This is an optimization exercise on Yosys and OpenROAD, whose aim is small area, not a production implementation.
At most, simulation tests tie the RTL to the original design; equivalence was not proved.
Power is estimated from default activity; no workload was simulated.

==> flow/design.v <==
package regfile_pkg;
    localparam int XLEN_DEF = 32;
    localparam int NREG_DEF = 32;
    localparam int AW_DEF   = $clog2(NREG_DEF);
    typedef logic [AW_DEF-1:0]   reg_idx_t;
    typedef logic [XLEN_DEF-1:0] xword_t;
    localparam int unsigned ZERO_REG = 0;
endpackage
module regfile_dec5
#(
    parameter int NCOPY  = 1,
    parameter bit USE_EN = 1
) (
    input  logic              en,
    input  logic [4:0]        sel,
    output logic [32*NCOPY-1:0] out
);
    logic [3:0] hi_n;
    logic [7:0] lo_n;
    for (genvar j = 0; j < 4; j++) begin : g_hi
        assign hi_n[j] = !((en || !USE_EN) && (sel[4:3] == 2'(j)));
    end
    for (genvar j = 0; j < 8; j++) begin : g_lo
        assign lo_n[j] = !(sel[2:0] == 3'(j));
    end
    for (genvar c = 0; c < NCOPY; c++) begin : g_copy
        assign out[32*c] = 1'b0;
        for (genvar k = 1; k < 32; k++) begin : g_out
            regfile_nor2 u_nor (.a(hi_n[k >> 3]), .b(lo_n[k & 7]), .y(out[32*c+k]));
        end
    end
endmodule
module regfile_rdbit
#(
    parameter int N    = 32,
    parameter int MODE = 0
) (
    input  logic [N-1:0] sel,
    input  logic [N-1:0] din,
    input  logic         fwd,
    input  logic         fwd_dn,
    output logic         dout
);
    localparam int NG  = N / 3;
    localparam int REM = N % 3;
    localparam int NL  = NG + ((REM != 0) ? 1 : 0);
    localparam int NT  = (NL + 3) / 4;
    localparam int WL  = NL - 4 * (NT - 1);
    logic [NL-1:0] low_n;
    logic [NT-1:0] any;
    for (genvar g = 0; g < NG; g++) begin : g_grp
        regfile_aoi222 u_aoi (
            .a (sel[3*g +: 3]),
            .b (din[3*g +: 3]),
            .y (low_n[g])
        );
    end
    if (REM != 0) begin : g_rem
        assign low_n[NG] = ~|(sel[N-1:3*NG] & din[N-1:3*NG]);
    end
    for (genvar t = 0; t < NT - 1; t++) begin : g_nand
        regfile_nand #(.W(4)) u_nand (.a(low_n[4*t +: 4]), .y(any[t]));
    end
    regfile_nand #(.W(WL)) u_nand_last (.a(low_n[NL-1 -: WL]), .y(any[NT-1]));
    if (MODE == 1) begin : g_fwd
        assign dout = fwd ? !fwd_dn : |any;
    end else if (MODE == 2) begin : g_kill
        assign dout = |any && !fwd;
    end else begin : g_plain
        assign dout = |any;
    end
endmodule
module regfile_aoi222 (
    input  logic [2:0] a,
    input  logic [2:0] b,
    output logic       y
);
    assign y = ~|(a & b);
endmodule
module regfile_aoi22 (
    input  logic [1:0] a,
    input  logic [1:0] b,
    output logic       y
);
    assign y = ~|(a & b);
endmodule
module regfile_nor2 (
    input  logic a,
    input  logic b,
    output logic y
);
    assign y = ~(a | b);
endmodule
module regfile_nand
#(
    parameter int W = 4
) (
    input  logic [W-1:0] a,
    output logic       y
);
    assign y = ~&a;
endmodule
module regfile_sb
#(
    parameter int XLEN  = regfile_pkg::XLEN_DEF,
    parameter int NREG  = regfile_pkg::NREG_DEF,
    parameter int NREAD = 2,
    parameter int AW    = $clog2(NREG)
) (
    input  logic                  clk,
    input  logic                  rst_n,
    input  logic                  wen,
    input  logic [AW-1:0]         dsel,
    input  logic [XLEN-1:0]       d,
    input  logic [NREAD*AW-1:0]   rsel,
    output logic [NREAD*XLEN-1:0] rdata,
    output logic [NREAD-1:0]      rbusy,
    input  logic                  resv_en,
    input  logic [AW-1:0]         resv_sel,
    output logic                  resv_err
);
    logic [XLEN-1:0] regs [1:NREG-1];
    logic [NREG-1:1] busy_q;
    logic            err_q;
    logic            wr_ok;
    logic            rv_ok;
    logic [XLEN-1:0] wdata;
    logic [NREG-1:0] wdec;
    logic [NREG-1:0] rdec;
    assign wr_ok = wen && (dsel != AW'(regfile_pkg::ZERO_REG));
    assign rv_ok = resv_en && (resv_sel != AW'(regfile_pkg::ZERO_REG));
    assign wdata = d & {XLEN{rst_n}};
    logic [XLEN-1:0] d_n;
    assign d_n = ~d;
    regfile_dec5 u_wdec (.en(wen), .sel(dsel), .out(wdec));
    regfile_dec5 u_rdec (.en(resv_en), .sel(resv_sel), .out(rdec));
    for (genvar k = 1; k < NREG; k++) begin : g_reg
        logic wsel;
        assign wsel = wdec[k] || !rst_n;
        always_ff @(posedge clk) begin
            if (wsel) begin
                regs[k] <= wdata;
            end
        end
        always_ff @(posedge clk) begin
            if (!rst_n) begin
                busy_q[k] <= 1'b0;
            end else if (rdec[k]) begin
                busy_q[k] <= 1'b1;
            end else if (wdec[k]) begin
                busy_q[k] <= 1'b0;
            end
        end
    end
    logic rv_busy;
    regfile_rdbit #(.N(NREG - 1), .MODE(0)) u_rvbusy (
        .sel (rdec[NREG-1:1]),
        .din (busy_q & ~wdec[NREG-1:1]),
        .fwd (1'b0),
        .fwd_dn(1'b0),
        .dout(rv_busy)
    );
    always_ff @(posedge clk) begin
        if (!rst_n) begin
            err_q <= 1'b0;
        end else if (rv_busy) begin
            err_q <= 1'b1;
        end
    end
    assign resv_err = err_q;
    for (genvar i = 0; i < NREAD; i++) begin : g_rd
        logic [AW-1:0]   sel;
        logic            hit;
        logic            fwd;
        logic [NREG-1:0] sdec;
        logic [XLEN-1:0] rd_val;
        logic            rd_busy;
        assign sel = rsel[i*AW +: AW];
        assign hit = wr_ok && (dsel == sel);
        assign fwd = hit && !(resv_en && (resv_sel == sel));
        regfile_dec5 #(.USE_EN(0)) u_sdec (.en(1'b1), .sel(sel), .out(sdec));
        for (genvar b = 0; b < XLEN; b++) begin : g_bit
            logic [NREG-2:0] col;
            for (genvar k = 1; k < NREG; k++) begin : g_col
                assign col[k-1] = regs[k][b];
            end
            regfile_rdbit #(.N(NREG - 1), .MODE(1)) u_bit (
                .sel (sdec[NREG-1:1]),
                .din (col),
                .fwd (fwd),
                .fwd_dn(d_n[b]),
                .dout(rd_val[b])
            );
        end
        regfile_rdbit #(.N(NREG - 1), .MODE(2)) u_busy (
            .sel (sdec[NREG-1:1]),
            .din (busy_q),
            .fwd (hit),
            .fwd_dn(1'b0),
            .dout(rd_busy)
        );
        assign rdata[i*XLEN +: XLEN] = rd_val;
        assign rbusy[i]              = rd_busy;
    end
endmodule
export LEC_CHECK = 0
export CAP_MARGIN = 20
export CORE_MARGIN = 2
export CORE_UTILIZATION = 55
export SETUP_SLACK_MARGIN = 0.2
export SLEW_MARGIN = 20
export SYNTH_HIERARCHICAL = 1
export SYNTH_MINIMUM_KEEP_SIZE = 0
create_clock -name core_clock -period 7.0 [get_ports {clk}]
standard.sh (not shown) runs the stock make flow with config.mk's settings and CLKGATE_MAP_FILE= SYNTH_SCRIPT=/design/flow/synth_recipe.tcl, a recipe that flattens the netlist after the stock synthesis.
==> flow/flow/run.sh <==
#!/bin/bash
# Own layout flow: the standard ORFS flow (standard.sh, with its unchanged synthesis,
# floorplan, power grid and tap cells), with two settings changed:
#  - port buffers use the smallest plain buffer instead of the default delay-buffer cell
#    (every input and output port still gets its own buffer; repair may upsize them);
#  - clock tree synthesis inserts no dummy loads and clusters more sinks per leaf buffer.
set -euo pipefail
bash standard.sh \
  "BUFFER_PORTS_ARGS=-buffer_cell sky130_fd_sc_hd__buf_1" \
  "CTS_ARGS=-sink_clustering_enable -repair_clock_nets -dont_use_dummy_load -sink_clustering_size 25 -sink_clustering_max_diameter 100" \
  finish > standard_flow.log 2>&1
==> next run, changes <==
--- a/flow/design.v
+++ b/flow/design.v
@@ -3,45 +3,38 @@
     localparam int NREG_DEF = 32;
     localparam int AW_DEF   = $clog2(NREG_DEF);
     typedef logic [AW_DEF-1:0]   reg_idx_t;
     typedef logic [XLEN_DEF-1:0] xword_t;
     localparam int unsigned ZERO_REG = 0;
 endpackage
-module regfile_dec5
-#(
-    parameter int NCOPY  = 1,
-    parameter bit USE_EN = 1
-) (
-    input  logic              en,
-    input  logic [4:0]        sel,
-    output logic [32*NCOPY-1:0] out
+module regfile_dec5 (
+    input  logic        en,
+    input  logic [4:0]  sel,
+    output logic [31:0] out
 );
     logic [3:0] hi_n;
     logic [7:0] lo_n;
     for (genvar j = 0; j < 4; j++) begin : g_hi
-        assign hi_n[j] = !((en || !USE_EN) && (sel[4:3] == 2'(j)));
+        assign hi_n[j] = !(en && (sel[4:3] == 2'(j)));
     end
     for (genvar j = 0; j < 8; j++) begin : g_lo
         assign lo_n[j] = !(sel[2:0] == 3'(j));
     end
-    for (genvar c = 0; c < NCOPY; c++) begin : g_copy
-        assign out[32*c] = 1'b0;
-        for (genvar k = 1; k < 32; k++) begin : g_out
-            regfile_nor2 u_nor (.a(hi_n[k >> 3]), .b(lo_n[k & 7]), .y(out[32*c+k]));
-        end
+    assign out[0] = 1'b0;
+    for (genvar k = 1; k < 32; k++) begin : g_out
+        regfile_nor2 u_nor (.a(hi_n[k >> 3]), .b(lo_n[k & 7]), .y(out[k]));
     end
 endmodule
 module regfile_rdbit
 #(
-    parameter int N    = 32,
-    parameter int MODE = 0
+    parameter int N = 32
 ) (
     input  logic [N-1:0] sel,
     input  logic [N-1:0] din,
     input  logic         fwd,
-    input  logic         fwd_dn,
+    input  logic         fwd_d,
     output logic         dout
 );
     localparam int NG  = N / 3;
     localparam int REM = N % 3;
     localparam int NL  = NG + ((REM != 0) ? 1 : 0);
     localparam int NT  = (NL + 3) / 4;
@@ -59,19 +52,13 @@
         assign low_n[NG] = ~|(sel[N-1:3*NG] & din[N-1:3*NG]);
     end
     for (genvar t = 0; t < NT - 1; t++) begin : g_nand
         regfile_nand #(.W(4)) u_nand (.a(low_n[4*t +: 4]), .y(any[t]));
     end
     regfile_nand #(.W(WL)) u_nand_last (.a(low_n[NL-1 -: WL]), .y(any[NT-1]));
-    if (MODE == 1) begin : g_fwd
-        assign dout = fwd ? !fwd_dn : |any;
-    end else if (MODE == 2) begin : g_kill
-        assign dout = |any && !fwd;
-    end else begin : g_plain
-        assign dout = |any;
-    end
+    assign dout = fwd ? fwd_d : |any;
 endmodule
 module regfile_aoi222 (
     input  logic [2:0] a,
     input  logic [2:0] b,
     output logic       y
 );
@@ -127,14 +114,12 @@
     logic [XLEN-1:0] wdata;
     logic [NREG-1:0] wdec;
     logic [NREG-1:0] rdec;
     assign wr_ok = wen && (dsel != AW'(regfile_pkg::ZERO_REG));
     assign rv_ok = resv_en && (resv_sel != AW'(regfile_pkg::ZERO_REG));
     assign wdata = d & {XLEN{rst_n}};
-    logic [XLEN-1:0] d_n;
-    assign d_n = ~d;
     regfile_dec5 u_wdec (.en(wen), .sel(dsel), .out(wdec));
     regfile_dec5 u_rdec (.en(resv_en), .sel(resv_sel), .out(rdec));
     for (genvar k = 1; k < NREG; k++) begin : g_reg
         logic wsel;
         assign wsel = wdec[k] || !rst_n;
         always_ff @(posedge clk) begin
@@ -150,17 +135,17 @@
             end else if (wdec[k]) begin
                 busy_q[k] <= 1'b0;
             end
         end
     end
     logic rv_busy;
-    regfile_rdbit #(.N(NREG - 1), .MODE(0)) u_rvbusy (
+    regfile_rdbit #(.N(NREG - 1)) u_rvbusy (
         .sel (rdec[NREG-1:1]),
         .din (busy_q & ~wdec[NREG-1:1]),
         .fwd (1'b0),
-        .fwd_dn(1'b0),
+        .fwd_d(1'b0),
         .dout(rv_busy)
     );
     always_ff @(posedge clk) begin
         if (!rst_n) begin
             err_q <= 1'b0;
         end else if (rv_busy) begin
@@ -175,31 +160,31 @@
         logic [NREG-1:0] sdec;
         logic [XLEN-1:0] rd_val;
         logic            rd_busy;
         assign sel = rsel[i*AW +: AW];
         assign hit = wr_ok && (dsel == sel);
         assign fwd = hit && !(resv_en && (resv_sel == sel));
-        regfile_dec5 #(.USE_EN(0)) u_sdec (.en(1'b1), .sel(sel), .out(sdec));
+        regfile_dec5 u_sdec (.en(1'b1), .sel(sel), .out(sdec));
         for (genvar b = 0; b < XLEN; b++) begin : g_bit
             logic [NREG-2:0] col;
             for (genvar k = 1; k < NREG; k++) begin : g_col
                 assign col[k-1] = regs[k][b];
             end
-            regfile_rdbit #(.N(NREG - 1), .MODE(1)) u_bit (
+            regfile_rdbit #(.N(NREG - 1)) u_bit (
                 .sel (sdec[NREG-1:1]),
                 .din (col),
                 .fwd (fwd),
-                .fwd_dn(d_n[b]),
+                .fwd_d(d[b]),
                 .dout(rd_val[b])
             );
         end
-        regfile_rdbit #(.N(NREG - 1), .MODE(2)) u_busy (
+        regfile_rdbit #(.N(NREG - 1)) u_busy (
             .sel (sdec[NREG-1:1]),
             .din (busy_q),
             .fwd (hit),
-            .fwd_dn(1'b0),
+            .fwd_d(1'b0),
             .dout(rd_busy)
         );
         assign rdata[i*XLEN +: XLEN] = rd_val;
         assign rbusy[i]              = rd_busy;
     end
 endmodule
=> Global-route usage went down by 0.47 points. Routed wire length drops by 0.92%. Core utilization is about the same. Die area came out higher by 0.38%. Cell area is about the same. Setup slack improves by 72 ps. Area after synthesis came out higher by 0.39%. Worst hold slack degrades by 71 ps. Clock skew is higher by 12 ps. Count of clock-buffer cells in the layout does not change. Sequential share of layout area barely changes. Sequential cell count does not change. Combinational power went down by 21%. Total power falls by 1.9%.

Starts from the design.v that is shown in full above.
export LEC_CHECK = 0
export CAP_MARGIN = 5
export CORE_MARGIN = 2
export CORE_UTILIZATION = 55
export SETUP_SLACK_MARGIN = 0.2
export SLEW_MARGIN = 5
export SYNTH_HIERARCHICAL = 1
export SYNTH_MINIMUM_KEEP_SIZE = 0
create_clock -name core_clock -period 7.0 [get_ports {clk}]
Scripts as last shown in full above: flow/flow/run.sh
Then changed:
--- a/flow/design.v
+++ b/flow/design.v
@@ -8,21 +8,23 @@
 endpackage
 module regfile_dec5
 #(
     parameter int NCOPY  = 1,
-    parameter bit USE_EN = 1
+    parameter bit USE_EN  = 1,
+    parameter bit USE_ALL = 0
 ) (
     input  logic              en,
+    input  logic              all,
     input  logic [4:0]        sel,
     output logic [32*NCOPY-1:0] out
 );
     logic [3:0] hi_n;
     logic [7:0] lo_n;
     for (genvar j = 0; j < 4; j++) begin : g_hi
-        assign hi_n[j] = !((en || !USE_EN) && (sel[4:3] == 2'(j)));
+        assign hi_n[j] = !((all && USE_ALL) || ((en || !USE_EN) && (sel[4:3] == 2'(j))));
     end
     for (genvar j = 0; j < 8; j++) begin : g_lo
-        assign lo_n[j] = !(sel[2:0] == 3'(j));
+        assign lo_n[j] = !((all && USE_ALL) || (sel[2:0] == 3'(j)));
     end
     for (genvar c = 0; c < NCOPY; c++) begin : g_copy
         assign out[32*c] = 1'b0;
         for (genvar k = 1; k < 32; k++) begin : g_out
@@ -131,13 +133,13 @@
     assign rv_ok = resv_en && (resv_sel != AW'(regfile_pkg::ZERO_REG));
     assign wdata = d & {XLEN{rst_n}};
     logic [XLEN-1:0] d_n;
     assign d_n = ~d;
-    regfile_dec5 u_wdec (.en(wen), .sel(dsel), .out(wdec));
-    regfile_dec5 u_rdec (.en(resv_en), .sel(resv_sel), .out(rdec));
+    regfile_dec5 #(.USE_ALL(1)) u_wdec (.en(wen), .all(!rst_n), .sel(dsel), .out(wdec));
+    regfile_dec5 u_rdec (.en(resv_en), .all(1'b0), .sel(resv_sel), .out(rdec));
     for (genvar k = 1; k < NREG; k++) begin : g_reg
         logic wsel;
-        assign wsel = wdec[k] || !rst_n;
+        assign wsel = wdec[k];
         always_ff @(posedge clk) begin
             if (wsel) begin
                 regs[k] <= wdata;
             end
@@ -177,9 +179,9 @@
         logic            rd_busy;
         assign sel = rsel[i*AW +: AW];
         assign hit = wr_ok && (dsel == sel);
         assign fwd = hit && !(resv_en && (resv_sel == sel));
-        regfile_dec5 #(.USE_EN(0)) u_sdec (.en(1'b1), .sel(sel), .out(sdec));
+        regfile_dec5 #(.USE_EN(0)) u_sdec (.en(1'b1), .all(1'b0), .sel(sel), .out(sdec));
         for (genvar b = 0; b < XLEN; b++) begin : g_bit
             logic [NREG-2:0] col;
             for (genvar k = 1; k < NREG; k++) begin : g_col
                 assign col[k-1] = regs[k][b];
Non-clock buffer count climbs by 29.
Setup slack is worse by 0.057 ns.
Clock skew hardly moves.
Area after synthesis drops by 0.66%.
Wire length climbs by 0.57%.
Cell area hardly moves.
Utilization climbs by 0.38 points.
Clock power is about the same.
Hold slack is worse by 0.056 ns.
Fmax drops by 0.90%.
Final cell count climbs by 0.94%.
Synthesized cell count stays flat.
Function not checked in the second run of this note: the RTL went through the layout flow alone.

==> static timing again, ports no longer ideal <==
In the flow no input, the clock included, has a driving cell. The finished layouts below were timed again as built, in two steps.
Step 1, drivers: a clkbuf_16 drives clk and a buf_2 each remaining input, both assumed.
Step 2 also shifts input and output timing later by t, the mid clock arrival at the registers, as if the neighbouring blocks saw the same clock.
Three values: ideal ports, drivers, drivers and shift; two values: the first two.
run	shift t [ns]	setup WS [ns]	latest minus earliest clock arrival (ns)	worst data-port slew with drivers (ns)
the first run of note 1	0.699	0.668 / 0.645 / 0.645	0.059 / 0.058	0.04
the second run of note 1	0.693	0.740 / 0.715 / 0.715	0.062 / 0.063	0.04
the first run of note 2	0.695	0.705 / 0.678 / 0.678	0.067 / 0.067	0.04
the second run of note 2	0.696	0.648 / 0.609 / 0.609	0.038 / 0.038	0.04
After both steps every run listed still meets setup and hold. For the second run of note 2, which loses most, drivers alone change the setup slack by -0.039 ns; drivers and shift together by -0.039 ns.
